This is an optimization exercise on Yosys and OpenROAD, whose aim is small area, a short achievable clock period and few clock cycles per item, not a production implementation.
In this exercise RTL edits were held to simulation tests only and were not proved equivalent to the original.
Power and IR drop assume default switching activity.

File: flow/constraint.sdc
create_clock -name core_clock -period 6.0 [get_ports {clk}]
set_input_delay 1.2000 -clock core_clock [delete_from_list [all_inputs] [get_ports {clk}]]
set_output_delay 1.2000 -clock core_clock [all_outputs]
set_load 0.01 [all_outputs]
File: flow/design.v
`default_nettype none
package wbps_pkg;
    typedef struct packed {
        logic [7:0] data_byte;
        logic       last;
    } item_beat_t;
    typedef struct packed {
        logic        found;
        logic [31:0] match_offset;
    } result_beat_t;
endpackage
`default_nettype wire
`default_nettype none
module wildcard_byte_pattern_scan
(
    input  wire logic          clk,
    input  wire logic          rst_n,
    input  wire logic          cfg_write,
    input  wire logic [1:0]    cfg_index,
    input  wire logic [63:0]   cfg_data,
    input  wire logic          item_valid,
    output logic               item_ready,
    input  wire logic [8:0]    item_in,
    output logic               result_valid,
    input  wire logic          result_ready,
    output logic [32:0]        result_out
);
    logic [63:0] pat_lo_reg;
    logic [63:0] pat_hi_reg;
    logic [15:0] care_reg;
    logic        lo_written_reg;
    logic        hi_written_reg;
    logic        care_written_reg;
    logic [3:0]  lm1_reg;            
    always_ff @(posedge clk)
    begin
        if (cfg_write && cfg_index == 2'd0) pat_lo_reg <= cfg_data;
        if (cfg_write && cfg_index == 2'd1) pat_hi_reg <= cfg_data;
        if (cfg_write && cfg_index == 2'd2) care_reg   <= cfg_data[15:0];
    end
    always_ff @(posedge clk or negedge rst_n)
    begin
        if (!rst_n)
        begin
            lo_written_reg   <= 1'b0;
            hi_written_reg   <= 1'b0;
            care_written_reg <= 1'b0;
            lm1_reg          <= 4'd0;
        end
        else if (cfg_write)
        begin
            if (cfg_index == 2'd0) lo_written_reg   <= 1'b1;
            if (cfg_index == 2'd1) hi_written_reg   <= 1'b1;
            if (cfg_index == 2'd2) care_written_reg <= 1'b1;
            if (cfg_index == 2'd3)
            begin
                if (cfg_data[4:0] == 5'd0)
                    lm1_reg <= 4'd0;
                else if (cfg_data[4])
                    lm1_reg <= 4'd15;
                else
                    lm1_reg <= cfg_data[3:0] - 4'd1;
            end
        end
    end
    logic ready_reg;                 
    logic accept;
    assign item_ready = ready_reg;
    assign accept     = item_valid && ready_reg;
    logic [7:0]  b;
    logic [15:0] eq;
    logic        b_zero;
    assign b      = item_in[8:1];
    assign b_zero = (b == 8'd0);
    for (genvar j = 0; j < 16; j++)
    begin : g_cmp
        logic [7:0] sig;
        logic       written;
        assign sig     = (j < 8) ? pat_lo_reg[8*(j%8) +: 8] : pat_hi_reg[8*(j%8) +: 8];
        assign written = (j < 8) ? lo_written_reg : hi_written_reg;
        assign eq[j]   = (care_written_reg && !care_reg[j])
                      || (written ? (b == sig) : b_zero);
    end
    logic [15:0] p_reg;
    logic [3:0]  fill_reg;           
    logic        last_reg;           
    logic [15:0] p_keep;             
    logic [15:0] p_next;
    logic [15:0] len_sel;
    logic [3:0]  fill_eff;
    logic        tok_full;
    assign p_keep   = {p_reg[14:0] & {15{!last_reg}}, 1'b1};
    assign p_next   = eq & p_keep;
    assign fill_eff = last_reg ? 4'd0 : fill_reg;
    for (genvar j = 0; j < 16; j++)
    begin : g_sel
        assign len_sel[j] = (lm1_reg == 4'(j));
    end
    assign tok_full  = (fill_eff >= lm1_reg);
    always_ff @(posedge clk)
    begin
        if (accept)
        begin
            p_reg    <= p_next;
            fill_reg <= (fill_eff == 4'd15) ? 4'd15 : fill_eff + 4'd1;
        end
    end
    always_ff @(posedge clk or negedge rst_n)
    begin
        if (!rst_n)
            last_reg <= 1'b1;
        else if (accept)
            last_reg <= item_in[0];
    end
    logic       a_valid_reg;
    logic [3:0] a_tok_reg;
    logic       b_valid;
    logic [3:0] b_tok_reg;
    logic [3:0] new_tok;
    logic       out_valid_reg;
    logic       out_found_reg;
    logic       decide;
    logic       load_a;
    logic       fresh_reg;          
    logic       fresh_a;            
    logic       fresh_b;            
    logic       m_late;             
    logic       a_m;
    logic       b_m;
    assign new_tok = {1'b0, last_reg, item_in[0], tok_full};
    assign m_late  = |(p_reg & len_sel);
    assign fresh_a = fresh_reg && ready_reg;
    assign fresh_b = fresh_reg && !ready_reg;
    assign a_m     = fresh_a ? m_late : a_tok_reg[3];
    assign b_m     = fresh_b ? m_late : b_tok_reg[3];
    assign b_valid = !ready_reg;
    assign decide  = a_valid_reg && (!out_valid_reg || result_ready);
    assign load_a  = !a_valid_reg || decide;
    always_ff @(posedge clk)
    begin
        if (load_a)
            a_tok_reg <= b_valid ? {b_m, b_tok_reg[2:0]} : new_tok;
        else
            a_tok_reg[3] <= a_m;
        if (ready_reg)
            b_tok_reg <= new_tok;
        else
            b_tok_reg[3] <= b_m;
    end
    always_ff @(posedge clk or negedge rst_n)
    begin
        if (!rst_n)
        begin
            a_valid_reg <= 1'b0;
            ready_reg   <= 1'b1;
            fresh_reg   <= 1'b0;
        end
        else
        begin
            fresh_reg   <= accept;
            if (load_a) a_valid_reg <= b_valid || accept;
            ready_reg <= b_valid ? load_a : !(accept && !load_a);
        end
    end
    logic        a_match, a_first, a_last, a_full;
    logic        rep_reg;           
    logic        rep_eff;
    logic        match;
    logic        push;
    logic        nf_push;
    logic [31:0] off_reg;
    assign a_match = a_m;
    assign {a_first, a_last, a_full} = a_tok_reg[2:0];
    assign rep_eff = rep_reg && !a_first;
    assign match   = a_match && !rep_eff;
    assign nf_push = a_last && !rep_eff && !match;
    assign push    = match || nf_push;
    always_ff @(posedge clk)
    begin
        if (decide)
        begin
            rep_reg <= rep_eff || match;
            if (nf_push || (a_first && (match || !a_full)))
                off_reg <= 32'd0;
            else if (a_first)
                off_reg <= 32'd1;
            else if (!rep_eff && !match)
                off_reg <= a_full ? off_reg + 32'd1 : 32'd0;
            if (push)
                out_found_reg <= match;
        end
    end
    always_ff @(posedge clk or negedge rst_n)
    begin
        if (!rst_n)
            out_valid_reg <= 1'b0;
        else if (decide && push)
            out_valid_reg <= 1'b1;
        else if (result_ready)
            out_valid_reg <= 1'b0;
    end
    assign result_valid = out_valid_reg;
    assign result_out   = {out_found_reg, off_reg};
endmodule
`default_nettype wire
File: flow/flow/run.sh
#!/bin/bash
# Layout flow: the standard flow (standard.sh), except that the port
# buffers that global placement inserts are plain sky130 buffers (buf_1,
# resized later where timing needs it) instead of the delay buffer that
# buffer_ports picks by default. Each step's full output goes to its own log.
set -euo pipefail
export BUFFER_PORTS_ARGS="-buffer_cell sky130_fd_sc_hd__buf_1"
bash standard.sh synth > synth.log 2>&1
bash standard.sh finish > finish.log 2>&1
File: flow/standard.sh
#!/bin/bash
# synth_recipe.tcl (not shown) runs the flow's synth.tcl, then flattens the netlist and writes it again
# the make line also repeats each setting of config.mk as NAME=value (left out here)
make -C /OpenROAD-flow-scripts/flow DESIGN_CONFIG=/design/flow/config.mk WORK_HOME=/design/flow/orfs CLKGATE_MAP_FILE= SYNTH_SCRIPT=/design/flow/synth_recipe.tcl "${@:-finish}"
File: flow/config.mk
export PLATFORM = sky130hd
export DESIGN_NAME = wildcard_byte_pattern_scan
export DESIGN_NICKNAME = wildcard_byte_pattern_scan
export VERILOG_FILES = /design/flow/design.v
export SDC_FILE = /design/flow/constraint.sdc
export NUM_CORES = 4
export LEC_CHECK = 0
export CAP_MARGIN = 20
export CORE_MARGIN = 2
export CORE_UTILIZATION = 40
export CTS_BUF_LIST = sky130_fd_sc_hd__clkbuf_4 sky130_fd_sc_hd__clkbuf_8 sky130_fd_sc_hd__clkbuf_16
export CTS_CLUSTER_DIAMETER = 80
export CTS_CLUSTER_SIZE = 20
export SETUP_SLACK_MARGIN = 3.6
export SLEW_MARGIN = 70
==> flow_summary.json, run 1 <==
{
  "outcome": "complete, no violations",
  "top_layer_used": "met4",
  "cp_top_family": "flip-flops",
  "p_sw_share_pct": 27.1,
  "powerDensity_nw_per_um2": 309,
  "relSlewSlack_pct": 72.6,
  "p_sw_mw": 0.951,
  "boundaryPins": 115,
  "start_util_pct": 40.5,
  "grt_pass1_wl_um": 32400,
  "dieArea_um2": 25700,
  "peakVddDrop_mv": 0.222,
  "wl_met1_um": 9400,
  "synth-simple-area-share_pct": 10.7,
  "seq_area_um2": 6470,
  "synth_top_area_share_pct": 62.8,
  "min_path_type": "register to register",
  "setup_viol": 0,
  "antenna_found_initial": 0,
  "layout_min_cycle_time_ps": 2350,
  "p_total_mw": 3.51,
  "dr_total_vias": 5828,
  "synth_most_common_cell": "edfxtp_1",
  "synth_top_family_by_area": "XOR/XNOR gates",
  "setup_ws_ps": 3650,
  "wl_um": 20700,
  "ff2ff_setup_slack_ps": 3700,
  "yosys_warnings": 1,
  "synth.ff_latch_count": 218,
  "cts_root_buf": "clkbuf_16",
  "ys_seq_area_share_pct": 66.3,
  "avgViaCountPerCell": 5.04,
  "wl_per_cell_um": 17.9,
  "rsz0062_at_grt": "false",
  "met2WireLength_um": 10100,
  "synthMuxAreaShare_pct": 1.60,
  "hold_ws_ps": 558,
  "async_reset_ff_share_pct": 5.50,
  "drc": 0,
  "cts.clk_slew.worst_paths_ps": 80,
  "p_leak_nw": 3.68,
  "cp.required_ps": 4800,
  "grt_pass1_vias": 5826,
  "dp_hpwl_um": 14200,
  "ys_types": 51,
  "fin_tns_setup_ps": 0,
  "syn_area_um2": 9760,
  "timing.fmax_mhz": 426,
  "die_h_um": 160,
  "cts_buffers": 15,
  "end_kind": "primary output",
  "drtPass1Iterations": 4,
  "syn_inst": 692,
  "synth_area_leaders": "edfxtp_1 (63%), xnor2_1 (8.2%), xor2_1 (6.3%)",
  "syn_to_final_growth_pct": 16.4,
  "crit_path_max_fanout": 6,
  "row_count": 57,
  "synthAdderAreaFrac_pct": 1.03,
  "final-max-slew-violation-count": 0,
  "cts_tree": "built",
  "drive_above_1_share_pct": 11.9,
  "path_buf_inv": 1,
  "syn_nets": 780,
  "post-place-ws_ps": 3100,
  "htreeDepth": 1,
  "clkPwrFrac_pct": 27.7,
  "fillers": 2200,
  "cts_sinks": 218,
  "p_comb_share_pct": 16.1,
  "synth_edf_count": 204,
  "min_period_over_period_pct": 39.2,
  "crit_chain": "buf_1",
  "drtIter0Drc": 329,
  "worst_pin_slew_ps": 407,
  "worstSetupPathType": "register to primary output",
  "finalHoldViolCount": 0,
  "worst_setup_path_start_kind": "register",
  "clockBufferDepth": 3,
  "gp_routability_congestion": 0.755,
  "nets": 917,
  "grt.overflow.total": 0,
  "max_cap_viol_count": 0,
  "grt_max_degree": 36,
  "cp_slowest_cell": "edfxtp_1",
  "multi_input_area_um2": 3230,
  "cpPeakStageDelay_ps": 510,
  "seqPwrFrac_pct": 56.2,
  "insertion_delay_ps": 480,
  "portBuffers": 114,
  "skew_ps": 23.8,
  "ys.flop_type": "edfxtp_1",
  "ant_nets": 0,
  "yosys.area.top_type": "edfxtp_1",
  "core-area_um2": 24100,
  "insertedDiodeCount": 0,
  "power.internal_mw": 2.56,
  "synth_top_cells_by_count": "edfxtp_1 (204), xnor2_1 (91), xor2_1 (70)",
  "die_w_um": 160,
  "grt_usage_pct": 16.1,
  "dr_wl_met3_um": 833,
  "worstPathArrival_ps": 1150,
  "synth_compound_area_share_pct": 3.67,
  "syn_area_per_cell_um2": 14.1,
  "synthXorXnorAreaFrac_pct": 14.4
}
## per-stage QoR
step / cell area (um2) / utilization, % / cells
3_3_place_gp: 10600 / 44.0 / 1112
5_1_grt: 11400 / 47.1 / 1157
2_1_floorplan: 9890 / - / 692
4_1_cts: 11200 / 46.6 / 1148
6_report: 11400 / 47.1 / 1157
3_5_place_dp: 10800 / 44.7 / 1124
## power groups by stage
stage                     registers (mW)  logic (mW)  clock network [mW]
after floorplan                     2.00       0.346                   0
after global placement              2.01       0.493                   0
after detailed placement            2.02       0.531                   0
after CTS                           1.98       0.546               0.998
after global routing                2.00       0.630                1.05
final                               1.97       0.567               0.973
## placed cells by master (no fill, tap or decap), types with 3 or more instances in the layout
| cell | count |
|---|---|
| edfxtp_1 | 204 |
| buf_1 | 113 |
| xnor2_1 | 91 |
| xor2_1 | 70 |
| nor2_1 | 43 |
| nand4_1 | 25 |
| buf_4 | 24 |
| nand2_1 | 22 |
| o21ai_0 | 21 |
| nand3_1 | 20 |
| inv_1 | 18 |
| a31oi_1 | 15 |
| clkbuf_16 | 15 |
| nor3b_1 | 14 |
| nor4_1 | 13 |
| ha_1 | 8 |
| dfrtp_1 | 8 |
| nor4_2 | 7 |
| mux2_2 | 6 |
| nor3_1 | 6 |
| nor2b_1 | 5 |
| nand2b_1 | 5 |
| a21oi_1 | 4 |
| and4_1 | 4 |
| buf_6 | 4 |
| a21o_1 | 3 |
| and3_1 | 3 |
| or2_2 | 3 |
| nor2_2 | 3 |
| buf_12 | 3 |
## logic make-up (layout without fill, tap and decap cells)
| group | count (synthesis) | after routing |
|---|---|---|
| DFF | 218 | 218 |
| and+or+nand+nor | 191 | 191 |
| xor gates and xnor gates | 161 | 161 |
| AOI/OAI and AO/OA | 56 | 56 |
| buffers and inverters | 48 | 189 |
| muxes | 10 | 10 |
| adders and majority gates | 8 | 8 |
## repair_timing
action / 4_1_cts / 5_1_grt
pin swaps: 0 / 4
buffers inserted: 3 / 9
endpoints found under the setup margin: 15 / 31
gates resized for setup: 3 / 6
hold buffers: 0 / 0
## worst register-to-register path: stages, from the launching register on
cell and delay (ps):
dfrtp_2 420, mux4_1 580, mux2i_2 240, o221ai_4 200, a21oi_4 200, buf_6 170
buf_4 190
## final cells by class
class	instances	share of cell area, %
multi-input combinational	426	28.5
timing repair buffer	149	6.64
tap	324	3.57
clock buffer	16	3.37
sequential	218	57.0
inverter	19	0.628
clock inverter	5	0.341
## worst paths after layout
check,from,endpoint,cells after the start
worst max-delay path,off_reg[0],result_out[0],1
worst min-delay path,b_tok_reg[0],a_tok_reg[0],1
worst max register to register,lm1_reg[0],off_reg[10],6
worst min register to register,b_tok_reg[0],a_tok_reg[0],1
max in group asynchronous,rst_n,last_reg,1
min in group asynchronous,rst_n,lm1_reg[3],1
## per-layer routing
metal / GRT usage (%) / vias up
met4: 3.19 / 0
met3: 2.26 / 23
met5: 0 / -
met1: 22.2 / 2871
met2: 27.3 / 132
li1: - / 2802
Testbench counts, summed over its fixed seeds: cycles 112,139, bytes 110,795.
==> run 2, diff against run 1 <==
--- a/flow/config.mk
+++ b/flow/config.mk
@@ -12,4 +12,5 @@
 export CTS_CLUSTER_DIAMETER = 80
 export CTS_CLUSTER_SIZE = 20
-export SETUP_SLACK_MARGIN = 3.6
+export SETUP_SLACK_MARGIN = 3.7
 export SLEW_MARGIN = 70
+export TNS_END_PERCENT = 10
==> flow_summary.json, run 2 <==
{
  "row_count": 57,
  "insertion_delay_ps": 490,
  "p_total_mw": 3.53,
  "rr_startpoint": "last_reg",
  "fillers": 2191,
  "cts.clk_slew.worst_paths_ps": 80,
  "synthXorXnorAreaFrac_pct": 14.4,
  "worstPathArrival_ps": 1150,
  "synth_top_family_by_area": "XOR/XNOR gates",
  "synth_top_cells_by_count": "edfxtp_1 (204), xnor2_1 (91), xor2_1 (70)",
  "ys.flop_type": "edfxtp_1",
  "ys_types": 51,
  "drc": 0,
  "fin_tns_setup_ps": 0,
  "min_path_type": "register to register",
  "powerDensity_nw_per_um2": 309,
  "nets": 924,
  "dr_total_vias": 5907,
  "ff2ff_setup_slack_ps": 3680,
  "grt.overflow.total": 0,
  "r2r-end": "a_tok_reg[0]",
  "cts_tree": "built",
  "wl_um": 21600,
  "clockBufferDepth": 3,
  "cp_top_family": "flip-flops",
  "yosys.area.top_type": "edfxtp_1",
  "rsz0062_at_grt": "true",
  "end_kind": "primary output",
  "cts_sinks": 218,
  "cpPeakStageDelay_ps": 500,
  "crit_end": "result_out[6]",
  "yosys_warnings": 1,
  "die_h_um": 160,
  "p_leak_nw": 3.72,
  "cp.required_ps": 4800,
  "ant_nets": 0,
  "layout_min_cycle_time_ps": 2350,
  "skew_ps": 22.2,
  "synth_compound_area_share_pct": 3.67,
  "syn_inst": 692,
  "cts_buffers": 15,
  "drive_above_1_share_pct": 13.5,
  "finalHoldViolCount": 0,
  "die_w_um": 160,
  "wl_per_cell_um": 18.5,
  "core-area_um2": 24100,
  "htreeDepth": 1,
  "async_reset_ff_share_pct": 5.50,
  "outcome": "complete, no violations",
  "cp_slowest_cell": "edfxtp_1",
  "startpoint": "off_reg[6]",
  "synthMuxAreaShare_pct": 1.60,
  "syn_to_final_growth_pct": 17.1,
  "final-max-slew-violation-count": 0,
  "grt_usage_pct": 16.8,
  "synth_top_area_share_pct": 62.8,
  "setup_viol": 0,
  "start_util_pct": 40.5,
  "syn_area_per_cell_um2": 14.1,
  "path_buf_inv": 1,
  "final_common_cell": "edfxtp_1",
  "worst-path-stages": 1,
  "gp_routability_congestion": 0.773,
  "antenna_found_initial": 1,
  "peakVddDrop_mv": 0.267,
  "synth-simple-area-share_pct": 10.7,
  "ys_seq_area_share_pct": 66.3,
  "syn_nets": 780,
  "drtPass1Iterations": 5,
  "synth_edf_count": 204,
  "grt_pass1_vias": 5848,
  "drtIter0Drc": 377,
  "portBuffers": 114,
  "boundaryPins": 115,
  "grt_max_degree": 42,
  "worstSetupPathType": "register to primary output",
  "synthAdderAreaFrac_pct": 1.03,
  "avgViaCountPerCell": 5.07,
  "crit_path_max_fanout": 6,
  "rr_worst_depth": 8,
  "relSlewSlack_pct": 72.6,
  "syn_area_um2": 9760,
  "min_period_over_period_pct": 39.2,
  "dieArea_um2": 25700,
  "max_cap_viol_count": 0,
  "worst_setup_path_start_kind": "register",
  "hold_buffers": 0,
  "synth.ff_latch_count": 218,
  "timing.fmax_mhz": 425,
  "final_cell_mix": "edfxtp_1 (204), buf_1 (110), xnor2_1 (91)",
  "worst_pin_slew_ps": 408,
  "synth_most_common_cell": "edfxtp_1",
  "dp_hpwl_um": 14700,
  "grt_pass1_wl_um": 33300,
  "crit_chain": "buf_1",
  "cts_root_buf": "clkbuf_16",
  "synth_area_leaders": "edfxtp_1 (63%), xnor2_1 (8.2%), xor2_1 (6.3%)"
}
-- run 2: repair_timing --
action / 4_1_cts / 5_1_grt
resized for setup: 7 / 27
endpoints found under the setup margin: 102 / 137
pin swaps: 4 / 3
buffers inserted: 7 / 11
-- run 2: logic make-up after synthesis --
logic type | Yosys count
AO/OA/AOI/OAI | 56
XOR/XNOR | 161
adder cells (fa/ha/maj) | 8
buffers and inverters | 48
flip-flops | 218
multiplexers | 10
AND/OR/NAND/NOR | 191
-- run 2: report_power, final --
part           switching [mW]  total [mW]  internal, mW
clock                   0.506       0.981         0.475
combinational           0.331       0.578         0.247
sequential              0.120        1.97          1.85
-- run 2: area by class of cell --
class                           count  area [um2]  share of cell area [%]
Sequential cell                   218        6480                    56.7
Multi-Input combinational cell    426        3230                    28.3
Timing Repair Buffer              156         817                    7.15
Tap cell                          324         405                    3.55
Clock buffer                       17         390                    3.42
Inverter                           19        71.3                   0.624
Clock inverter                      4        35.0                   0.306
Antenna cell                        1        2.50                  0.0219
-- run 2: routing by layer --
metal  up-vias  GRT usage, %  share of wire (%)
li1       2812             -                  -
met2       155          28.1                 49
met1      2908          22.9                 44
met3        32          2.65                5.8
met4         0          4.71                2.0
met5         -             0                  0
-- run 2: worst register-to-register path: cells and delay by family, from the launching register on --
family	cells	cell delay [ps]
adder cells (fa/ha/maj)	1	220
flip-flops	1	730
multiplexers	1	260
AND/OR/NAND/NOR	2	230
buffers and inverters	1	110
AO/OA/AOI/OAI	3	530
-- run 2: how the worst min path moves through the flow --
| stage | start | endpoint | slack (ps) | cells past startpoint |
|---|---|---|---|---|
| after detailed placement | out_valid_reg | out_valid_reg | 520 | 2 |
| after global placement | out_valid_reg | out_valid_reg | 520 | 2 |
| after CTS | out_valid_reg | out_valid_reg | 550 | 2 |
| after floorplan | a_tok_reg[3] | a_tok_reg[3] | 510 | 2 |
| after global routing | a_tok_reg[3] | a_tok_reg[3] | 580 | 2 |
| final | out_valid_reg | out_valid_reg | 530 | 2 |
-- run 2: through the flow --
step           instances  area [um2]  utilization [%]  setup WS, ps  hold slack [ps]
5_1_grt             1164       11400             47.4          3600              580
6_report            1165       11400             47.4          3650              534
4_1_cts             1153       11200             46.6          3620              545
2_1_floorplan        692        9780                -          2700              512
3_3_place_gp        1112       10600             43.8          2790              522
3_5_place_dp        1125       10700             44.5          3010              524
==> run 3, diff against run 2 <==
--- a/flow/config.mk
+++ b/flow/config.mk
@@ -12,5 +12,5 @@
 export CTS_CLUSTER_DIAMETER = 80
 export CTS_CLUSTER_SIZE = 20
-export SETUP_SLACK_MARGIN = 3.7
+export SETUP_SLACK_MARGIN = 3.65
 export SLEW_MARGIN = 70
 export TNS_END_PERCENT = 10
==> flow_summary.json, run 3 <==
{
  "fin_tns_setup_ps": 0,
  "synth.ff_latch_count": 218,
  "drive_above_1_share_pct": 11.9,
  "async_reset_ff_share_pct": 5.50,
  "stdcell_count": 1155,
  "fillers": 2190,
  "dr_wl_met3_um": 1160,
  "yosys.area.top_type": "edfxtp_1",
  "cts_tree": "built",
  "p_leak_nw": 3.66,
  "multi_input_area_um2": 3210,
  "crit_end": "item_ready",
  "worst_setup_path_start_kind": "register",
  "start_util_pct": 40.5,
  "ff2ff_setup_slack_ps": 3670,
  "ys_seq_area_share_pct": 66.3,
  "min_path_type": "register to register",
  "rr_startpoint": "lm1_reg[0]",
  "cp.required_ps": 4800,
  "drc": 0,
  "finalHoldViolCount": 0,
  "worstSetupPathType": "register to primary output",
  "synth_most_common_cell": "edfxtp_1",
  "cpPeakStageDelay_ps": 530,
  "path_buf_inv": 1,
  "syn_inst": 692,
  "ys_types": 51,
  "top_layer_used": "met4",
  "nets": 915,
  "core-area_um2": 24100,
  "seq_area_um2": 6480,
  "grt.overflow.total": 0,
  "startpoint": "ready_reg",
  "worst-path-stages": 1,
  "outcome": "complete, no violations",
  "synth_edf_count": 204,
  "yosys_warnings": 1,
  "setup_viol": 0,
  "crit_path_max_fanout": 2,
  "worst_pin_slew_ps": 420,
  "die_h_um": 160,
  "insertedDiodeCount": 0,
  "antenna_found_initial": 0,
  "drtIter0Drc": 439,
  "cts_root_buf": "clkbuf_16",
  "syn_area_per_cell_um2": 14.1,
  "powerDensity_nw_per_um2": 311,
  "rr_worst_depth": 6,
  "syn_nets": 780,
  "ys.flop_type": "edfxtp_1",
  "final-max-slew-violation-count": 0,
  "wl_per_cell_um": 18.7,
  "insertion_delay_ps": 490,
  "grt_pass1_vias": 5833,
  "grt_pass1_wl_um": 33100,
  "r2r-end": "off_reg[4]",
  "max_cap_viol_count": 0,
  "met2WireLength_um": 10300,
  "synth_top_cells_by_count": "edfxtp_1 (204), xnor2_1 (91), xor2_1 (70)",
  "synth_area_leaders": "edfxtp_1 (63%), xnor2_1 (8.2%), xor2_1 (6.3%)",
  "hold_buffers": 0,
  "grt_max_degree": 42,
  "dieArea_um2": 25700,
  "dp_hpwl_um": 14700,
  "rsz0062_at_grt": "true",
  "final_common_cell": "edfxtp_1",
  "wl_met1_um": 9620,
  "cts_buffers": 15,
  "gp_routability_congestion": 0.773,
  "final_cell_mix": "edfxtp_1 (204), buf_1 (112), xnor2_1 (91)",
  "relSlewSlack_pct": 71.7,
  "cp_slowest_cell": "dfstp_2",
  "dr_total_vias": 5882,
  "grt_usage_pct": 16.7,
  "cp_top_family": "flip-flops",
  "layout_min_cycle_time_ps": 2360,
  "clockBufferDepth": 3,
  "synth_top_area_share_pct": 62.8,
  "wl_um": 21600,
  "skew_ps": 23.1,
  "ant_nets": 0,
  "cts_sinks": 218,
  "peakVddDrop_mv": 0.267,
  "row_count": 57,
  "dp_cells": 1125,
  "min_period_over_period_pct": 39.3,
  "boundaryPins": 115,
  "portBuffers": 114,
  "avgViaCountPerCell": 5.09,
  "crit_chain": "buf_1",
  "die_w_um": 160,
  "syn_area_um2": 9760,
  "syn_to_final_growth_pct": 15.8,
  "worstPathArrival_ps": 1160,
  "timing.fmax_mhz": 424,
  "cts.clk_slew.worst_paths_ps": 80,
  "drtPass1Iterations": 6,
  "min_path_cells": 2,
  "htreeDepth": 1,
  "end_kind": "primary output"
}
run 3: cell counts after synthesis:
No cell type changed its count.
run 3: layout make-up:
cell class	instances	area share [%]
Sequential cell	218	57.3
Multi-Input combinational cell	426	28.4
Timing Repair Buffer	147	6.36
Tap cell	324	3.59
Clock buffer	17	3.45
Inverter	19	0.631
Clock inverter	4	0.310
run 3: worst min path at each step:
stage | end | start | slack [ps]
3_3_place_gp | out_valid_reg | out_valid_reg | 520
5_1_grt | a_tok_reg[3] | a_tok_reg[3] | 580
6_report | out_valid_reg | out_valid_reg | 530
4_1_cts | out_valid_reg | out_valid_reg | 550
2_1_floorplan | a_tok_reg[3] | a_tok_reg[3] | 510
3_5_place_dp | out_valid_reg | out_valid_reg | 520
run 3: report_power, final:
| part | internal, mW | switching (mW) | total, mW | leakage, nW |
|---|---|---|---|---|
| Clock | 0.475 | 0.505 | 0.980 | 0.214 |
| Combinational | 0.236 | 0.329 | 0.565 | 1.38 |
| Sequential | 1.85 | 0.120 | 1.97 | 2.07 |
| Total | 2.56 | 0.954 | 3.51 | 3.66 |
run 3: cells by family (layout without fill, tap and decap cells):
group	Yosys count	in the layout	share of synthesized area, %
adders and majority gates	8	8	1.03
muxes	10	10	1.60
AOI/OAI and AO/OA	56	56	3.67
buffers and inverters	48	187	2.29
and+or+nand+nor	191	191	10.7
DFF	218	218	66.3
xor gates and xnor gates	161	161	14.4
run 3: per-layer routing:
layer,vias to the layer above,GRT usage [%]
li1,2795,-
met1,2880,22.7
met2,172,27.9
met3,35,2.68
met4,0,4.75
met5,-,0
run 3: through the flow:
stage          worst slack [ps]  cell area (um2)  utilization [%]  power, mW  hold slack (ps)
3_3_place_gp               2790            10600             43.8       2.50              522
6_report                   3640            11300             46.9       3.51              533
2_1_floorplan              2700             9780                -       2.33              512
4_1_cts                    3590            11200             46.5       3.53              545
5_1_grt                    3590            11300             46.9       3.68              580
3_5_place_dp               3010            10700             44.5       2.54              524
run 3: repair_timing:
item,4_1_cts,5_1_grt
pin swaps,2,4
setup endpoints to repair,77,87
endpoints found under the hold margin,0,0
resized for setup,4,17
setup buffers,4,5
==> run 4, diff against run 3 <==
--- a/flow/config.mk
+++ b/flow/config.mk
@@ -14,3 +14,3 @@
 export SETUP_SLACK_MARGIN = 3.65
 export SLEW_MARGIN = 70
-export TNS_END_PERCENT = 10
+export TNS_END_PERCENT = 3
==> flow_summary.json, run 4 <==
{
  "rr_worst_depth": 6,
  "syn_to_final_growth_pct": 15.5,
  "synth_edf_count": 204,
  "grt_pass1_vias": 5833,
  "skew_ps": 21.2,
  "boundaryPins": 115,
  "path_buf_inv": 1,
  "synth_top_area_share_pct": 62.8,
  "p_sw_share_pct": 27.1,
  "multi_input_area_um2": 3200,
  "die_w_um": 160,
  "dr_total_vias": 5866,
  "crit_path_max_fanout": 6,
  "r2r-end": "off_reg[4]",
  "gp_routability_congestion": 0.773,
  "powerDensity_nw_per_um2": 311,
  "yosys.area.top_type": "edfxtp_1",
  "synth_top_cells_by_count": "edfxtp_1 (204), xnor2_1 (91), xor2_1 (70)",
  "rr_startpoint": "lm1_reg[0]",
  "final_cell_mix": "edfxtp_1 (204), buf_1 (112), xnor2_1 (91)",
  "final_common_cell": "edfxtp_1",
  "worst_setup_path_start_kind": "register",
  "worst_pin_slew_ps": 406,
  "htreeDepth": 1,
  "worstPathArrival_ps": 1160,
  "p_leak_nw": 3.65,
  "cts_root_buf": "clkbuf_16",
  "yosys_warnings": 1,
  "p_sw_mw": 0.953,
  "layout_min_cycle_time_ps": 2360,
  "ys_seq_area_share_pct": 66.3,
  "drive_above_1_share_pct": 11.5,
  "final-max-slew-violation-count": 0,
  "clockBufferDepth": 3,
  "worst-path-stages": 1,
  "dp_hpwl_um": 14700,
  "startpoint": "off_reg[6]",
  "antenna_found_initial": 0,
  "cts_sinks": 218,
  "crit_chain": "buf_1",
  "outcome": "complete, no violations",
  "grt_max_degree": 42,
  "p_comb_share_pct": 15.9,
  "cts_buffers": 15,
  "wl_um": 21600,
  "avgViaCountPerCell": 5.09,
  "insertion_delay_ps": 490,
  "drtIter0Drc": 433,
  "grt_usage_pct": 16.7,
  "ff2ff_setup_slack_ps": 3670,
  "row_count": 57,
  "min_path_type": "register to register",
  "nets": 913,
  "drtPass1Iterations": 4,
  "timing.fmax_mhz": 424,
  "die_h_um": 160,
  "grt.overflow.total": 0,
  "syn_inst": 692,
  "p_total_mw": 3.51,
  "min_period_over_period_pct": 39.3,
  "fin_tns_setup_ps": 0,
  "max_cap_viol_count": 0,
  "peakVddDrop_mv": 0.267,
  "synth_most_common_cell": "edfxtp_1",
  "syn_nets": 780,
  "syn_area_per_cell_um2": 14.1,
  "portBuffers": 114,
  "wl_per_cell_um": 18.7,
  "setup_viol": 0,
  "clkPwrFrac_pct": 27.9,
  "core-area_um2": 24100,
  "ys.flop_type": "edfxtp_1",
  "relSlewSlack_pct": 72.7,
  "synth_area_leaders": "edfxtp_1 (63%), xnor2_1 (8.2%), xor2_1 (6.3%)",
  "ant_nets": 0,
  "insertedDiodeCount": 0,
  "cp.required_ps": 4800,
  "dieArea_um2": 25700,
  "grt_pass1_wl_um": 33100,
  "fillers": 2190,
  "cpPeakStageDelay_ps": 500,
  "cts_tree": "built",
  "cp_top_family": "flip-flops",
  "cts.clk_slew.worst_paths_ps": 90,
  "end_kind": "primary output",
  "power.internal_mw": 2.56,
  "synth.ff_latch_count": 218,
  "cp_slowest_cell": "edfxtp_1",
  "finalHoldViolCount": 0,
  "syn_area_um2": 9760,
  "rsz0062_at_grt": "true",
  "start_util_pct": 40.5,
  "async_reset_ff_share_pct": 5.50,
  "seq_area_um2": 6480,
  "worstSetupPathType": "register to primary output",
  "ys_types": 51,
  "crit_end": "result_out[6]",
  "seqPwrFrac_pct": 56.2,
  "drc": 0
}
-- run 4: timing repair --
action,in CTS,in global routing
pin swaps,2,3
resized for setup,4,12
endpoints found under the setup margin,77,87
setup buffers,4,3
hold buffers,0,0
endpoints found under the hold margin,0,0
-- run 4: area by class of cell --
class | count | share of cell area [%]
tap | 324 | 3.59
clock inverter | 4 | 0.311
multi-input combinational | 426 | 28.4
clock buffer | 17 | 3.46
timing repair buffer | 145 | 6.21
sequential | 218 | 57.4
inverter | 19 | 0.632
-- run 4: cells by family after synthesis --
| family | count (synthesis) | synth area share, % |
|---|---|---|
| buf+inv | 48 | 2.29 |
| mux | 10 | 1.60 |
| xor+xnor | 161 | 14.4 |
| fa+ha+maj | 8 | 1.03 |
| compound gates | 56 | 3.67 |
| simple gates | 191 | 10.7 |
| flops | 218 | 66.3 |
-- run 4: worst min path at each step --
stage | startpoint | to | cells past startpoint
after detailed placement | out_valid_reg | out_valid_reg | 2
after CTS | out_valid_reg | out_valid_reg | 2
final | out_valid_reg | out_valid_reg | 2
after global placement | out_valid_reg | out_valid_reg | 2
after floorplan | a_tok_reg[3] | a_tok_reg[3] | 2
after global routing | a_tok_reg[3] | a_tok_reg[3] | 2
-- run 4: per-layer routing --
metal | wire length (um) | GRT usage (%) | up-vias
li1 | - | - | 2793
met1 | 9620 | 22.7 | 2881
met3 | 1160 | 2.68 | 32
met2 | 10300 | 27.9 | 160
met5 | 0 | 0 | -
met4 | 482 | 4.75 | 0
-- run 4: through the flow --
stage | cells | cell area (um2) | utilization (%) | worst slack, ps | hold WS, ps
4_1_cts | 1150 | 11200 | 46.5 | 3590 | 545
3_3_place_gp | 1112 | 10600 | 43.8 | 2790 | 522
5_1_grt | 1153 | 11300 | 46.8 | 3590 | 580
3_5_place_dp | 1125 | 10700 | 44.5 | 3010 | 524
2_1_floorplan | 692 | 9780 | - | 2700 | 512
6_report | 1153 | 11300 | 46.8 | 3640 | 533
-- run 4: power by group through the flow --
stage | clock network, mW | logic (mW) | registers (mW)
2_1_floorplan | 0 | 0.331 | 2.00
3_3_place_gp | 0 | 0.490 | 2.01
3_5_place_dp | 0 | 0.530 | 2.01
4_1_cts | 1.01 | 0.549 | 1.98
5_1_grt | 1.06 | 0.619 | 1.99
6_report | 0.980 | 0.559 | 1.97
==> run 5, diff against run 4 <==
--- a/flow/config.mk
+++ b/flow/config.mk
@@ -12,5 +12,5 @@
 export CTS_CLUSTER_DIAMETER = 80
 export CTS_CLUSTER_SIZE = 20
-export SETUP_SLACK_MARGIN = 3.65
+export SETUP_SLACK_MARGIN = 3.8
 export SLEW_MARGIN = 70
 export TNS_END_PERCENT = 3
==> flow_summary.json, run 5 <==
{
  "synth_edf_count": 204,
  "p_leak_nw": 3.85,
  "syn_nets": 780,
  "path_buf_inv": 1,
  "grt_pass1_vias": 5921,
  "final_cell_mix": "edfxtp_1 (204), buf_1 (111), xnor2_1 (91)",
  "cp_top_family": "flip-flops",
  "nets": 947,
  "cpPeakStageDelay_ps": 550,
  "yosys.area.top_type": "edfxtp_1",
  "avgViaCountPerCell": 5.08,
  "grt_usage_pct": 17.0,
  "final-max-slew-violation-count": 0,
  "worst_pin_slew_ps": 409,
  "relSlewSlack_pct": 72.5,
  "drtIter0Drc": 399,
  "yosys_warnings": 1,
  "rr_worst_depth": 6,
  "hold_buffers": 0,
  "cts_root_buf": "clkbuf_16",
  "syn_area_per_cell_um2": 14.1,
  "synth.ff_latch_count": 218,
  "portBuffers": 114,
  "wl_um": 21900,
  "ys_seq_area_share_pct": 66.3,
  "crit_end": "item_ready",
  "ys_types": 51,
  "clockBufferDepth": 3,
  "cp.required_ps": 4800,
  "worstPathArrival_ps": 1120,
  "grt_pass1_wl_um": 33600,
  "min_path_type": "register to register",
  "min_period_over_period_pct": 38.7,
  "worstSetupPathType": "register to primary output",
  "row_count": 57,
  "core-area_um2": 24100,
  "final_common_cell": "edfxtp_1",
  "cts_sinks": 218,
  "grt.overflow.total": 0,
  "drc": 0,
  "stdcell_count": 1187,
  "crit_path_max_fanout": 2,
  "setup_viol": 0,
  "dr_total_vias": 6030,
  "layout_min_cycle_time_ps": 2320,
  "synth_top_area_share_pct": 62.8,
  "dp_hpwl_um": 14700,
  "dp_cells": 1125,
  "end_kind": "primary output",
  "powerDensity_nw_per_um2": 308,
  "startpoint": "ready_reg",
  "async_reset_ff_share_pct": 5.50,
  "gp_routability_congestion": 0.773,
  "outcome": "complete, no violations",
  "max_cap_viol_count": 0,
  "synth_area_leaders": "edfxtp_1 (63%), xnor2_1 (8.2%), xor2_1 (6.3%)",
  "skew_ps": 20.0,
  "drtPass1Iterations": 5,
  "insertion_delay_ps": 490,
  "cts_tree": "built",
  "ant_nets": 0,
  "worst-path-stages": 1,
  "timing.fmax_mhz": 431,
  "crit_chain": "buf_6",
  "worst_setup_path_start_kind": "register",
  "insertedDiodeCount": 0,
  "cp_slowest_cell": "dfstp_2",
  "htreeDepth": 1,
  "finalHoldViolCount": 0,
  "r2r-end": "off_reg[4]",
  "die_h_um": 160,
  "rsz0062_at_grt": "true",
  "syn_inst": 692,
  "syn_area_um2": 9760,
  "rr_startpoint": "lm1_reg[0]",
  "drive_above_1_share_pct": 15.5,
  "wl_per_cell_um": 18.5,
  "boundaryPins": 115,
  "cts_buffers": 15,
  "syn_to_final_growth_pct": 19.5,
  "start_util_pct": 40.5,
  "cts.clk_slew.worst_paths_ps": 80,
  "die_w_um": 160,
  "dieArea_um2": 25700,
  "peakVddDrop_mv": 0.267,
  "antenna_found_initial": 0,
  "ys.flop_type": "edfxtp_1",
  "synth_top_cells_by_count": "edfxtp_1 (204), xnor2_1 (91), xor2_1 (70)",
  "ff2ff_setup_slack_ps": 3770,
  "synth_most_common_cell": "edfxtp_1",
  "grt_max_degree": 42,
  "fin_tns_setup_ps": 0
}
## run 5: changes by cell type in the layout (fill, tap and decap cells not counted), moves of 2 or more
cell      before  now
buf_4         23   48
buf_12         1    7
buf_6          3    8
nor4_1        15   13
clkbuf_4       4    2
nor4_2         5    7
## run 5: logic make-up after synthesis
logic type / Yosys count / share of synthesized area (%)
simple gates: 191 / 10.7
xor+xnor: 161 / 14.4
flops: 218 / 66.3
fa+ha+maj: 8 / 1.03
buf+inv: 48 / 2.29
compound gates: 56 / 3.67
mux: 10 / 1.60
## run 5: how the worst min path moves through the flow
stage / startpoint / endpoint / slack [ps] / cells past startpoint
after floorplan: a_tok_reg[3] / a_tok_reg[3] / 510 / 2
after global routing: a_tok_reg[3] / a_tok_reg[3] / 580 / 2
final: out_valid_reg / out_valid_reg / 530 / 2
after CTS: out_valid_reg / out_valid_reg / 550 / 2
after detailed placement: out_valid_reg / out_valid_reg / 520 / 2
after global placement: out_valid_reg / out_valid_reg / 520 / 2
## run 5: final cells by class
cell class / instances / area, um2
fill: 2160 / 12400
sequential: 218 / 6480
multi-input combinational: 426 / 3230
timing repair buffer: 179 / 1060
tap: 324 / 405
clock buffer: 17 / 390
inverter: 19 / 71.3
clock inverter: 4 / 35.0
## run 5: worst min-delay path, stage by stage, from the launching register on
cell and delay, ps:
dfrtp_1 350, nand2b_1 80, o21ai_0 70
## run 5: repair_timing
| action | CTS | global route |
|---|---|---|
| gates resized for setup | 14 | 32 |
| buffers inserted | 20 | 21 |
| setup endpoints to repair | 157 | 147 |
| pin swaps | 4 | 5 |
## run 5: report_power, final
group | switching [mW] | internal [mW]
clock | 0.505 | 0.475
sequential | 0.104 | 1.85
combinational | 0.366 | 0.297
## run 5: layer usage
layer  part of all wire [%]  track usage (%)
met5                      0                0
met4                    2.0             4.67
met3                    4.7             2.52
met2                     49             28.5
met1                     45             23.1
## run 5: per-stage QoR
stage | utilization [%] | hold WS [ps] | cell area (um2) | total power, mW | setup slack (ps)
finish | 48.4 | 534 | 11700 | 3.60 | 3680
global route | 48.4 | 580 | 11700 | 3.76 | 3640
CTS | 47.1 | 545 | 11300 | 3.59 | 3660
floorplan | - | 512 | 9780 | 2.33 | 2700
detailed placement | 44.5 | 524 | 10700 | 2.54 | 3010
global placement | 43.8 | 522 | 10600 | 2.50 | 2790
==> run 6, diff against run 5 <==
==> flow/config.mk (replaced) <==
export PLATFORM = sky130hd
export DESIGN_NAME = wildcard_byte_pattern_scan
export DESIGN_NICKNAME = wildcard_byte_pattern_scan
export VERILOG_FILES = /design/flow/design.v
export SDC_FILE = /design/flow/constraint.sdc
export NUM_CORES = 4
export LEC_CHECK = 0
export CAP_MARGIN = 20
export CORE_MARGIN = 2
export CORE_UTILIZATION = 40
export CTS_BUF_LIST = sky130_fd_sc_hd__clkbuf_8
export CTS_CLUSTER_DIAMETER = 60
export CTS_CLUSTER_SIZE = 14
export SETUP_SLACK_MARGIN = 3.5
export SLEW_MARGIN = 20
==> flow_summary.json, run 6 <==
{
  "ys_types": 51,
  "max_cap_viol_count": 0,
  "dp_hpwl_um": 14000,
  "final_common_cell": "edfxtp_1",
  "grt_max_degree": 66,
  "synth_most_common_cell": "edfxtp_1",
  "wl_um": 21800,
  "worstHoldStart": "b_tok_reg[0]",
  "r2r-end": "off_reg[20]",
  "cp.required_ps": 4800,
  "finalHoldViolCount": 0,
  "syn_to_final_growth_pct": 14.7,
  "worstPathArrival_ps": 1240,
  "synth_edf_count": 204,
  "peakVddDrop_mv": 0.173,
  "min_path_cells": 1,
  "drive_above_1_share_pct": 10.7,
  "end_kind": "primary output",
  "drtPass1Iterations": 5,
  "wl_per_cell_um": 18.8,
  "grt_pass1_wl_um": 33900,
  "cts_buffers": 23,
  "drc": 0,
  "boundaryPins": 115,
  "worst_pin_slew_ps": 931,
  "p_leak_nw": 3.64,
  "min_path_type": "register to register",
  "insertedDiodeCount": 0,
  "nets": 915,
  "holdPathEnd": "a_tok_reg[0]",
  "cpPeakStageDelay_ps": 540,
  "insertion_delay_ps": 560,
  "post-place-ws_ps": 2740,
  "syn_area_um2": 9760,
  "setup_viol": 0,
  "outcome": "complete, no violations",
  "portBuffers": 114,
  "yosys.area.top_type": "edfxtp_1",
  "row_count": 57,
  "final_cell_mix": "edfxtp_1 (204), buf_1 (111), xnor2_1 (91)",
  "timing.fmax_mhz": 410,
  "grt.overflow.total": 0,
  "die_w_um": 160,
  "core-area_um2": 24100,
  "cts_tree": "built",
  "synth_area_leaders": "edfxtp_1 (63%), xnor2_1 (8.2%), xor2_1 (6.3%)",
  "gp_routability_congestion": 0.769,
  "grt_usage_pct": 17.1,
  "rr_worst_depth": 5,
  "worstSetupPathType": "register to primary output",
  "final-max-slew-violation-count": 0,
  "synth_top_cells_by_count": "edfxtp_1 (204), xnor2_1 (91), xor2_1 (70)",
  "dieArea_um2": 25700,
  "rr_startpoint": "lm1_reg[0]",
  "final_util_pct": 46.5,
  "skew_ps": 38.4,
  "syn_inst": 692,
  "cts_sinks": 218,
  "path_buf_inv": 1,
  "synth.ff_latch_count": 218,
  "cts_root_buf": "clkbuf_8",
  "grt_pass1_vias": 5945,
  "ys.flop_type": "edfxtp_1",
  "htreeDepth": 1,
  "dr_total_vias": 5920,
  "cp_top_family": "flip-flops",
  "relSlewSlack_pct": 38.0,
  "drtIter0Drc": 363,
  "antenna_found_initial": 1,
  "worst-path-stages": 1,
  "crit_path_max_fanout": 2,
  "yosys_warnings": 1,
  "crit_chain": "buf_1",
  "layout_min_cycle_time_ps": 2440,
  "ys_seq_area_share_pct": 66.3,
  "clockBufferDepth": 3,
  "cts.clk_slew.worst_paths_ps": 90,
  "ant_nets": 0,
  "rsz0062_at_grt": "false",
  "min_period_over_period_pct": 40.7,
  "fin_tns_setup_ps": 0,
  "async_reset_ff_share_pct": 5.50,
  "ff2ff_setup_slack_ps": 3670,
  "syn_area_per_cell_um2": 14.1,
  "cp_slowest_cell": "dfstp_2",
  "die_h_um": 160,
  "syn_nets": 780,
  "start_util_pct": 40.5,
  "setup_ws_ps": 3560,
  "avgViaCountPerCell": 5.09,
  "synth_top_area_share_pct": 62.8,
  "worst_setup_path_start_kind": "register",
  "powerDensity_nw_per_um2": 314
}
## run 6: cell counts after synthesis
Identical to the previous run, type by type.
## run 6: logic make-up after synthesis
family / after synthesis / synth area share (%)
AOI/OAI and AO/OA: 56 / 3.67
xor gates and xnor gates: 161 / 14.4
adders and majority gates: 8 / 1.03
buffers and inverters: 48 / 2.29
DFF: 218 / 66.3
muxes: 10 / 1.60
and+or+nand+nor: 191 / 10.7
## run 6: area by class of cell
cell class              count  area [um2]
multi-input cells         428        3180
clock inverters            14         121
repair buffers            137         629
flip-flops and latches    218        6470
inverters                  19        71.3
fillers                  2195       12900
clock buffers              23         317
well taps                 324         405
## run 6: power by group
group | total (mW) | switching [mW] | leakage, nW | internal [mW]
combinational | 0.569 | 0.332 | 1.34 | 0.237
clock | 0.967 | 0.550 | 0.236 | 0.417
sequential | 1.98 | 0.126 | 2.07 | 1.85
total | 3.51 | 1.01 | 3.64 | 2.50
## run 6: timing repair
item | CTS | global route
hold buffers | 0 | 0
buffers inserted | 9 | 3
resized for setup | 6 | 4
pin swaps | 4 | 3
endpoints found under the setup margin | 80 | 77
hold endpoints to repair | 0 | 0
cloned | 2 | 0
## run 6: stage by stage
step                std cells  cell area [um2]  hold slack [ps]  total power, mW
finish                   1163            11200              513             3.51
global route             1163            11200              534             3.68
CTS                      1160            11200              526             3.54
detailed placement       1112            10600              534             2.51
global placement         1112            10600              526             2.51
floorplan                 692             9840              512             2.34
## run 6: worst max path at each step
stage	startpoint	endpoint
global placement	item_in[8]	p_reg[2]
finish	ready_reg	item_ready
detailed placement	item_in[8]	p_reg[2]
global route	ready_reg	item_ready
floorplan	cfg_write	pat_lo_reg[0]
CTS	lm1_reg[0]	off_reg[14]
## run 6: layer usage
metal  track usage (%)  up-vias  part of all wire, %
met5                 0        -                0.064
met4              5.12        2                  2.4
met3              3.51       40                  5.7
met2              28.0      166                   48
met1              23.0     2909                   44
li1                  -     2803                    -
==> run 7, diff against run 6 <==
--- a/flow/config.mk
+++ b/flow/config.mk
@@ -9,7 +9,7 @@
 export CORE_MARGIN = 2
 export CORE_UTILIZATION = 40
-export CTS_BUF_LIST = sky130_fd_sc_hd__clkbuf_8
-export CTS_CLUSTER_DIAMETER = 60
-export CTS_CLUSTER_SIZE = 14
+export CTS_BUF_LIST = sky130_fd_sc_hd__clkbuf_16
+export CTS_CLUSTER_DIAMETER = 120
+export CTS_CLUSTER_SIZE = 30
 export SETUP_SLACK_MARGIN = 3.5
-export SLEW_MARGIN = 20
+export SLEW_MARGIN = 70
==> flow_summary.json, run 7 <==
{
  "top_layer_used": "met4",
  "dp_hpwl_um": 14500,
  "final_cell_mix": "edfxtp_1 (204), buf_1 (109), xnor2_1 (91)",
  "die_w_um": 160,
  "htreeDepth": 1,
  "place_area_um2": 10800,
  "wl_um": 21200,
  "portBuffers": 114,
  "dieArea_um2": 25700,
  "stdcell_count": 1143,
  "antenna_found_initial": 1,
  "wl_per_cell_um": 18.6,
  "holdPathEnd": "out_valid_reg",
  "worstHoldStart": "out_valid_reg",
  "synth_top_cells_by_count": "edfxtp_1 (204), xnor2_1 (91), xor2_1 (70)",
  "cts.clk_slew.worst_paths_ps": 120,
  "drive_above_1_share_pct": 10.6,
  "worstSetupPathType": "input port to register",
  "dr_total_vias": 5803,
  "yosys.area.top_type": "edfxtp_1",
  "start_util_pct": 40.5,
  "die_h_um": 160,
  "synth_top_family_by_area": "XOR/XNOR gates",
  "min_period_over_period_pct": 39.8,
  "fin_tns_setup_ps": 0,
  "p_total_mw": 3.35,
  "peakVddDrop_mv": 0.273,
  "synth_most_common_cell": "edfxtp_1",
  "syn_area_per_cell_um2": 14.1,
  "ff2ff_setup_slack_ps": 3620,
  "grt_pass1_wl_um": 33300,
  "drtPass1Iterations": 4,
  "end_kind": "register",
  "worstPathArrival_ps": 2710,
  "synth.ff_latch_count": 218,
  "dp_cells": 1123,
  "insertion_delay_ps": 480,
  "final_common_cell": "edfxtp_1",
  "synth-simple-area-share_pct": 10.7,
  "synthMuxAreaShare_pct": 1.60,
  "grt.overflow.total": 0,
  "cts_root_buf": "clkbuf_16",
  "nets": 904,
  "crit_path_max_fanout": 11,
  "synthXorXnorAreaFrac_pct": 14.4,
  "hold_buffers": 0,
  "syn_inst": 692,
  "cp.required_ps": 6320,
  "outcome": "complete, no violations",
  "ys_types": 51,
  "setup_viol": 0,
  "worst_pin_slew_ps": 422,
  "powerDensity_nw_per_um2": 300,
  "synthAdderAreaFrac_pct": 1.03,
  "syn_to_final_growth_pct": 14.3,
  "p_leak_nw": 3.59,
  "timing.fmax_mhz": 419,
  "cts_sinks": 218,
  "final-max-slew-violation-count": 0,
  "min_path_type": "register to register",
  "synth_top_area_share_pct": 62.8,
  "async_reset_ff_share_pct": 5.50,
  "rr_startpoint": "lm1_reg[0]",
  "fillers": 2203,
  "clockBufferDepth": 3,
  "synth_compound_area_share_pct": 3.67,
  "drc": 0,
  "syn_area_um2": 9760,
  "wl_met1_um": 9530,
  "core-area_um2": 24100,
  "yosys_warnings": 1,
  "syn_nets": 780,
  "rsz0062_at_grt": "false",
  "row_count": 57,
  "synth_area_leaders": "edfxtp_1 (63%), xnor2_1 (8.2%), xor2_1 (6.3%)",
  "avgViaCountPerCell": 5.08,
  "ys.flop_type": "edfxtp_1",
  "boundaryPins": 115,
  "min_path_cells": 2,
  "worst_setup_path_start_kind": "input port",
  "ant_nets": 0,
  "grt_usage_pct": 16.6,
  "relSlewSlack_pct": 71.6,
  "grt_max_degree": 37,
  "layout_min_cycle_time_ps": 2390,
  "skew_ps": 23.2,
  "cts_tree": "built",
  "gp_routability_congestion": 0.769,
  "finalHoldViolCount": 0,
  "stdcell_area_um2": 11200,
  "grt_pass1_vias": 5832,
  "met2WireLength_um": 10100,
  "ys_seq_area_share_pct": 66.3,
  "cts_buffers": 11,
  "rr_worst_depth": 6,
  "synth_edf_count": 204,
  "r2r-end": "off_reg[7]",
  "drtIter0Drc": 402,
  "dr_wl_met3_um": 1070,
  "max_cap_viol_count": 0
}
## run 7: worst max-delay path by stage
stage	slack, ps	from	to	cells after the start
after global routing	3520	lm1_reg[0]	off_reg[12]	6
final	3610	item_in[2]	p_reg[7]	8
after floorplan	2700	cfg_write	pat_lo_reg[0]	1
after detailed placement	3040	item_in[2]	p_reg[13]	7
after global placement	2700	item_in[8]	p_reg[2]	7
after CTS	3530	item_in[2]	p_reg[13]	7
## run 7: report_power, final
part	total, mW	internal [mW]	switching (mW)
clock network	0.826	0.347	0.479
logic	0.542	0.226	0.316
registers	1.98	1.85	0.129
## run 7: logic make-up after synthesis
family	Yosys count
xor gates and xnor gates	161
AOI/OAI and AO/OA	56
adders and majority gates	8
muxes	10
buffers and inverters	48
and+or+nand+nor	191
DFF	218
## run 7: area by class of cell
class,count,area (um2),area share [%]
timing repair buffer,140,662,5.93
antenna,1,2.50,0.0224
tap,324,405,3.63
multi-input combinational,426,3230,28.9
clock buffer,11,275,2.47
inverter,19,71.3,0.639
sequential,218,6480,58.0
clock inverter,4,41.3,0.370
## run 7: timing repair
action / CTS / global route
buffers inserted: 1 / 2
setup endpoints to repair: 36 / 27
pin swaps: 0 / 0
resized for setup: 3 / 3
endpoints found under the hold margin: 0 / 0
## run 7: stage by stage
stage	worst slack [ps]	util (%)	hold WS [ps]
6_report	3610	46.3	553
2_1_floorplan	2700	-	512
3_3_place_gp	2700	43.9	526
3_5_place_dp	3040	44.6	528
5_1_grt	3520	46.3	581
4_1_cts	3530	46.0	561
## run 7: layer usage
layer / GRT usage, % / vias up
li1: - / 2773
met1: 22.9 / 2851
met2: 27.2 / 147
met3: 2.96 / 32
met4: 5.04 / 0
met5: 0 / -
## run 7: worst max-delay path, cell delays in order
cell      delay [ps]
buf_2            180
buf_4            240
nor4_2           310
nand3b_1         120
buf_4            180
o21ai_0          180
a31oi_1          100
nor3b_1          190
==> run 8, diff against run 7 <==
--- a/flow/config.mk
+++ b/flow/config.mk
@@ -10,6 +10,7 @@
 export CORE_UTILIZATION = 40
 export CTS_BUF_LIST = sky130_fd_sc_hd__clkbuf_16
-export CTS_CLUSTER_DIAMETER = 120
-export CTS_CLUSTER_SIZE = 30
-export SETUP_SLACK_MARGIN = 3.5
+export CTS_CLUSTER_DIAMETER = 100
+export CTS_CLUSTER_SIZE = 24
+export SETUP_SLACK_MARGIN = 3.65
 export SLEW_MARGIN = 70
+export TNS_END_PERCENT = 3
==> flow_summary.json, run 8 <==
{
  "outcome": "complete, no violations",
  "ys_types": 51,
  "grt.busiest_layer": "met2",
  "worstPathArrival_ps": 1160,
  "grt_pass1_wl_um": 33100,
  "layout_min_cycle_time_ps": 2360,
  "setup_ws_ps": 3640,
  "met3_usage_pct": 2.36,
  "ant_nets": 0,
  "start_util_pct": 40.5,
  "htreeDepth": 1,
  "rsz0062_at_grt": "true",
  "syn_inst": 692,
  "post-place-ws_ps": 3010,
  "synth_most_common_cell": "edfxtp_1",
  "min_path_type": "register to register",
  "cp.required_ps": 4800,
  "crit_path_max_fanout": 7,
  "grt.met1_usage_pct": 22.8,
  "multi_input_area_um2": 3190,
  "cp_slowest_cell": "edfxtp_1",
  "fin_tns_setup_ps": 0,
  "cts_tree": "built",
  "ys_seq_area_share_pct": 66.3,
  "seq_area_um2": 6480,
  "synth.ff_latch_count": 218,
  "cts_sinks": 218,
  "insertedDiodeCount": 0,
  "antenna_found_initial": 0,
  "worst_setup_path_start_kind": "register",
  "dieArea_um2": 25700,
  "skew_ps": 28.0,
  "setup_viol": 0,
  "yosys_warnings": 1,
  "row_count": 57,
  "cp_top_family": "flip-flops",
  "drtIter0Drc": 437,
  "clockBufferDepth": 3,
  "stdcell_count": 1150,
  "final_common_cell": "edfxtp_1",
  "syn_area_per_cell_um2": 14.1,
  "finalHoldViolCount": 0,
  "final_util_pct": 46.5,
  "portBuffers": 114,
  "gp_routability_congestion": 0.773,
  "cts.clk_slew.worst_paths_ps": 100,
  "cpPeakStageDelay_ps": 510,
  "grt_max_degree": 42,
  "synth_top_cells_by_count": "edfxtp_1 (204), xnor2_1 (91), xor2_1 (70)",
  "drive_above_1_share_pct": 10.3,
  "drtPass1Iterations": 5,
  "syn_nets": 780,
  "worst_pin_slew_ps": 459,
  "insertion_delay_ps": 480,
  "use_met2_pct": 28.1,
  "core-area_um2": 24100,
  "syn_area_um2": 9760,
  "syn_to_final_growth_pct": 14.8,
  "synth_area_leaders": "edfxtp_1 (63%), xnor2_1 (8.2%), xor2_1 (6.3%)",
  "avgViaCountPerCell": 5.09,
  "crit_chain": "buf_1",
  "max_cap_viol_count": 0,
  "peakVddDrop_mv": 0.186,
  "final_cell_mix": "edfxtp_1 (204), buf_1 (113), xnor2_1 (91)",
  "timing.fmax_mhz": 423,
  "nets": 911,
  "path_buf_inv": 1,
  "wl_um": 21600,
  "grt_usage_pct": 16.7,
  "drc": 0,
  "ys.flop_type": "edfxtp_1",
  "powerDensity_nw_per_um2": 305,
  "synth_top_area_share_pct": 62.8,
  "dp_cells": 1125,
  "die_h_um": 160,
  "cts_root_buf": "clkbuf_16",
  "p_total_mw": 3.42,
  "yosys.area.top_type": "edfxtp_1",
  "worstSetupPathType": "register to primary output",
  "relSlewSlack_pct": 69.1,
  "dr_total_vias": 5859,
  "min_period_over_period_pct": 39.4,
  "fillers": 2210,
  "dp_hpwl_um": 14700,
  "die_w_um": 160,
  "end_kind": "primary output",
  "synth_edf_count": 204,
  "cts_buffers": 13,
  "grt_pass1_vias": 5803,
  "final-max-slew-violation-count": 0,
  "p_leak_nw": 3.62,
  "async_reset_ff_share_pct": 5.50,
  "grt.overflow.total": 0,
  "boundaryPins": 115,
  "wl_per_cell_um": 18.8
}
run 8: timing repair:
item	4_1_cts	5_1_grt
buffers inserted	4	3
resized for setup	5	5
setup endpoints to repair	80	72
hold buffers	0	0
pin swaps	2	2
gates cloned	0	0
run 8: area by class of cell:
type | instances | area share (%)
multi-input cells | 426 | 28.5
flip-flops and latches | 218 | 57.8
clock inverters | 5 | 0.313
inverters | 19 | 0.637
clock buffers | 13 | 2.90
well taps | 324 | 3.62
repair buffers | 145 | 6.25
run 8: final timing paths:
| kind | start | end | slack [ps] | cells past startpoint |
|---|---|---|---|---|
| min in group asynchronous | rst_n | out_valid_reg | 600 | 1 |
| max in group asynchronous | rst_n | ready_reg | 5090 | 1 |
| max | off_reg[17] | result_out[17] | 3640 | 1 |
| min reg2reg | b_tok_reg[2] | a_tok_reg[2] | 530 | 1 |
| max reg2reg | lm1_reg[0] | off_reg[13] | 3700 | 6 |
| min | b_tok_reg[2] | a_tok_reg[2] | 530 | 1 |
run 8: logic make-up (layout without fill, tap and decap cells):
| family | count (synthesis) | after routing | share of synthesized area, % |
|---|---|---|---|
| flip-flops | 218 | 218 | 66.3 |
| buffers and inverters | 48 | 182 | 2.29 |
| AO/OA/AOI/OAI | 56 | 56 | 3.67 |
| multiplexers | 10 | 10 | 1.60 |
| AND/OR/NAND/NOR | 191 | 191 | 10.7 |
| XOR/XNOR | 161 | 161 | 14.4 |
| adder cells (fa/ha/maj) | 8 | 8 | 1.03 |
run 8: power by group:
part | leakage, nW | internal (mW) | switching (mW)
registers | 2.07 | 1.85 | 0.124
logic | 1.37 | 0.232 | 0.321
clock network | 0.188 | 0.403 | 0.487
run 8: metal layers:
metal | wire [um] | vias up
met5 | 0 | -
met4 | 518 | 0
met3 | 1160 | 33
met2 | 10400 | 171
met1 | 9550 | 2872
li1 | - | 2783
run 8: per-stage QoR:
stage	hold slack (ps)	instance area [um2]
after CTS	528	11100
after global routing	542	11200
after global placement	522	10600
after detailed placement	524	10700
final	528	11200
after floorplan	512	9780
==> run 9, diff against run 8 <==
--- a/flow/config.mk
+++ b/flow/config.mk
@@ -9,7 +9,7 @@
 export CORE_MARGIN = 2
 export CORE_UTILIZATION = 40
-export CTS_BUF_LIST = sky130_fd_sc_hd__clkbuf_16
-export CTS_CLUSTER_DIAMETER = 100
-export CTS_CLUSTER_SIZE = 24
+export CTS_BUF_LIST = sky130_fd_sc_hd__clkbuf_8 sky130_fd_sc_hd__clkbuf_16
+export CTS_CLUSTER_DIAMETER = 90
+export CTS_CLUSTER_SIZE = 22
 export SETUP_SLACK_MARGIN = 3.65
 export SLEW_MARGIN = 70
==> flow_summary.json, run 9 <==
{
  "yosys.area.top_type": "edfxtp_1",
  "drive_above_1_share_pct": 10.9,
  "final_util_pct": 46.9,
  "rr_startpoint": "last_reg",
  "nets": 912,
  "timing.fmax_mhz": 425,
  "core-area_um2": 24100,
  "ff2ff_setup_slack_ps": 3690,
  "seq_area_um2": 6480,
  "wl_per_cell_um": 18.6,
  "avgViaCountPerCell": 5.04,
  "path_buf_inv": 1,
  "use_met2_pct": 28.0,
  "grt.met1_usage_pct": 22.7,
  "dp_hpwl_um": 14700,
  "crit_end": "result_out[6]",
  "wl_um": 21500,
  "startpoint": "off_reg[6]",
  "multi_input_area_um2": 3210,
  "worst_pin_slew_ps": 405,
  "grt_max_degree": 42,
  "cts.clk_slew.worst_paths_ps": 90,
  "ys_seq_area_share_pct": 66.3,
  "synth_area_leaders": "edfxtp_1 (63%), xnor2_1 (8.2%), xor2_1 (6.3%)",
  "skew_ps": 21.4,
  "drtPass1Iterations": 4,
  "syn_area_um2": 9760,
  "syn_area_per_cell_um2": 14.1,
  "yosys_warnings": 1,
  "rsz0062_at_grt": "true",
  "synth_most_common_cell": "edfxtp_1",
  "cts_buffers": 14,
  "min_path_type": "register to register",
  "crit_path_max_fanout": 6,
  "grt_pass1_wl_um": 33100,
  "cp_slowest_cell": "edfxtp_1",
  "portBuffers": 114,
  "boundaryPins": 115,
  "cts_root_buf": "clkbuf_16",
  "grt.busiest_layer": "met2",
  "insertion_delay_ps": 490,
  "layout_min_cycle_time_ps": 2350,
  "die_w_um": 160,
  "max_cap_viol_count": 0,
  "rr_worst_depth": 8,
  "peakVddDrop_mv": 0.217,
  "dr_total_vias": 5828,
  "met3_usage_pct": 2.39,
  "synth.ff_latch_count": 218,
  "clockBufferDepth": 3,
  "cp_top_family": "flip-flops",
  "dieArea_um2": 25700,
  "ys_types": 51,
  "min_path_cells": 2,
  "grt_usage_pct": 16.6,
  "outcome": "complete, no violations",
  "die_h_um": 160,
  "final_cell_mix": "edfxtp_1 (204), buf_1 (111), xnor2_1 (91)",
  "worstPathArrival_ps": 1150,
  "htreeDepth": 1,
  "worst_setup_path_start_kind": "register",
  "final_common_cell": "edfxtp_1",
  "final-max-slew-violation-count": 0,
  "syn_nets": 780,
  "ys.flop_type": "edfxtp_1",
  "start_util_pct": 40.5,
  "worstSetupPathType": "register to primary output",
  "cpPeakStageDelay_ps": 510,
  "insertedDiodeCount": 0,
  "r2r-end": "a_tok_reg[0]",
  "ant_nets": 0,
  "end_kind": "primary output",
  "async_reset_ff_share_pct": 5.50,
  "synth_edf_count": 204,
  "crit_chain": "buf_1",
  "worst-path-stages": 1,
  "row_count": 57,
  "p_leak_nw": 3.68,
  "cts_tree": "built",
  "relSlewSlack_pct": 72.8,
  "synth_top_area_share_pct": 62.8,
  "worstHoldStart": "out_valid_reg",
  "grt_pass1_vias": 5852,
  "setup_viol": 0,
  "syn_inst": 692,
  "min_period_over_period_pct": 39.2,
  "drc": 0,
  "cts_sinks": 218,
  "syn_to_final_growth_pct": 15.8,
  "drtIter0Drc": 438,
  "antenna_found_initial": 0,
  "gp_routability_congestion": 0.773,
  "finalHoldViolCount": 0,
  "powerDensity_nw_per_um2": 309,
  "grt.overflow.total": 0,
  "fillers": 2202,
  "cp.required_ps": 4800,
  "fin_tns_setup_ps": 0,
  "synth_top_cells_by_count": "edfxtp_1 (204), xnor2_1 (91), xor2_1 (70)"
}
==> run 9: cell count changes in the layout (fill, tap and decap cells not counted), sizes merged <==
cell,before,now
clkbuf,15,19
clkinv,1,3
inv,23,26
buf,143,140
==> run 9: stage by stage <==
step	hold slack, ps	cells	instance area [um2]	setup slack (ps)	power (mW)
CTS	546	1154	11200	3590	3.51
detailed placement	524	1125	10700	3010	2.54
finish	534	1156	11300	3650	3.49
floorplan	512	692	9780	2700	2.33
global route	582	1156	11300	3600	3.64
global placement	522	1112	10600	2790	2.50
==> run 9: report_power, final <==
| part | internal (mW) | total [mW] | switching [mW] | leakage, nW |
|---|---|---|---|---|
| clock network | 0.441 | 0.953 | 0.511 | 0.227 |
| logic | 0.238 | 0.564 | 0.326 | 1.39 |
| registers | 1.85 | 1.97 | 0.123 | 2.07 |
==> run 9: per-layer routing <==
layer	up-vias	part of all wire [%]
met5	-	0
met4	0	1.8
met3	29	5.1
met2	156	48
met1	2850	45
li1	2793	-
==> run 9: cell type report <==
| cell class | count | share of cell area, % |
|---|---|---|
| sequential | 218 | 57.3 |
| multi-input combinational | 426 | 28.4 |
| timing repair buffer | 145 | 6.38 |
| tap | 324 | 3.59 |
| clock buffer | 14 | 3.10 |
| inverter | 19 | 0.631 |
| clock inverter | 10 | 0.598 |
==> run 9: worst min path at each step <==
stage                     to
2_1_floorplan   a_tok_reg[3]
3_3_place_gp   out_valid_reg
3_5_place_dp   out_valid_reg
4_1_cts        out_valid_reg
5_1_grt         a_tok_reg[3]
6_report       out_valid_reg
==> run 9: cell families (layout without fill, tap and decap cells) <==
group	Yosys count	in the layout	synth area share, %
buf+inv	48	188	2.29
xor+xnor	161	161	14.4
flops	218	218	66.3
simple gates	191	191	10.7
compound gates	56	56	3.67
mux	10	10	1.60
fa+ha+maj	8	8	1.03
==> run 9: timing repair <==
item,4_1_cts,5_1_grt
gates resized for setup,5,17
setup buffers,5,2
pin swaps,3,3
endpoints found under the setup margin,75,81
hold buffers,0,0

==> static timing again, ports no longer ideal <==
How much do the figures lean on ideal ports? The routed layouts below were timed once more, with nothing changed but the port constraints.
Step 1, drivers: a clkbuf_16 drives clk and a buf_2 each remaining input, both assumed.
Step 2 also shifts input and output timing later by t, the mid clock arrival at the registers, as if the neighbouring blocks saw the same clock.
Slacks: ideal ports / drivers / drivers and shift; pairs: ideal ports / drivers.
run	t, ns	slack for setup (ns)	hold slack, ns
run 1	0.516	3.650 / 3.606 / 3.232	0.558 / 0.558 / 0.558
run 2	0.528	3.645 / 3.598 / 3.269	0.534 / 0.534 / 0.534
run 3	0.528	3.642 / 3.595 / 3.210	0.533 / 0.533 / 0.533
run 4	0.528	3.642 / 3.595 / 3.175	0.533 / 0.533 / 0.533
run 5	0.528	3.680 / 3.632 / 3.255	0.534 / 0.534 / 0.534
run 6	0.587	3.560 / 3.516 / 3.011	0.513 / 0.513 / 0.513
run 7	0.520	3.611 / 3.571 / 3.122	0.553 / 0.553 / 0.553
run 8	0.510	3.637 / 3.589 / 3.190	0.528 / 0.528 / 0.528
run 9	0.526	3.647 / 3.601 / 3.180	0.534 / 0.534 / 0.534
After both steps setup and hold are still met in every run listed. For run 6, which loses most, drivers alone change the setup slack by -0.044 ns; drivers and shift together by -0.549 ns.
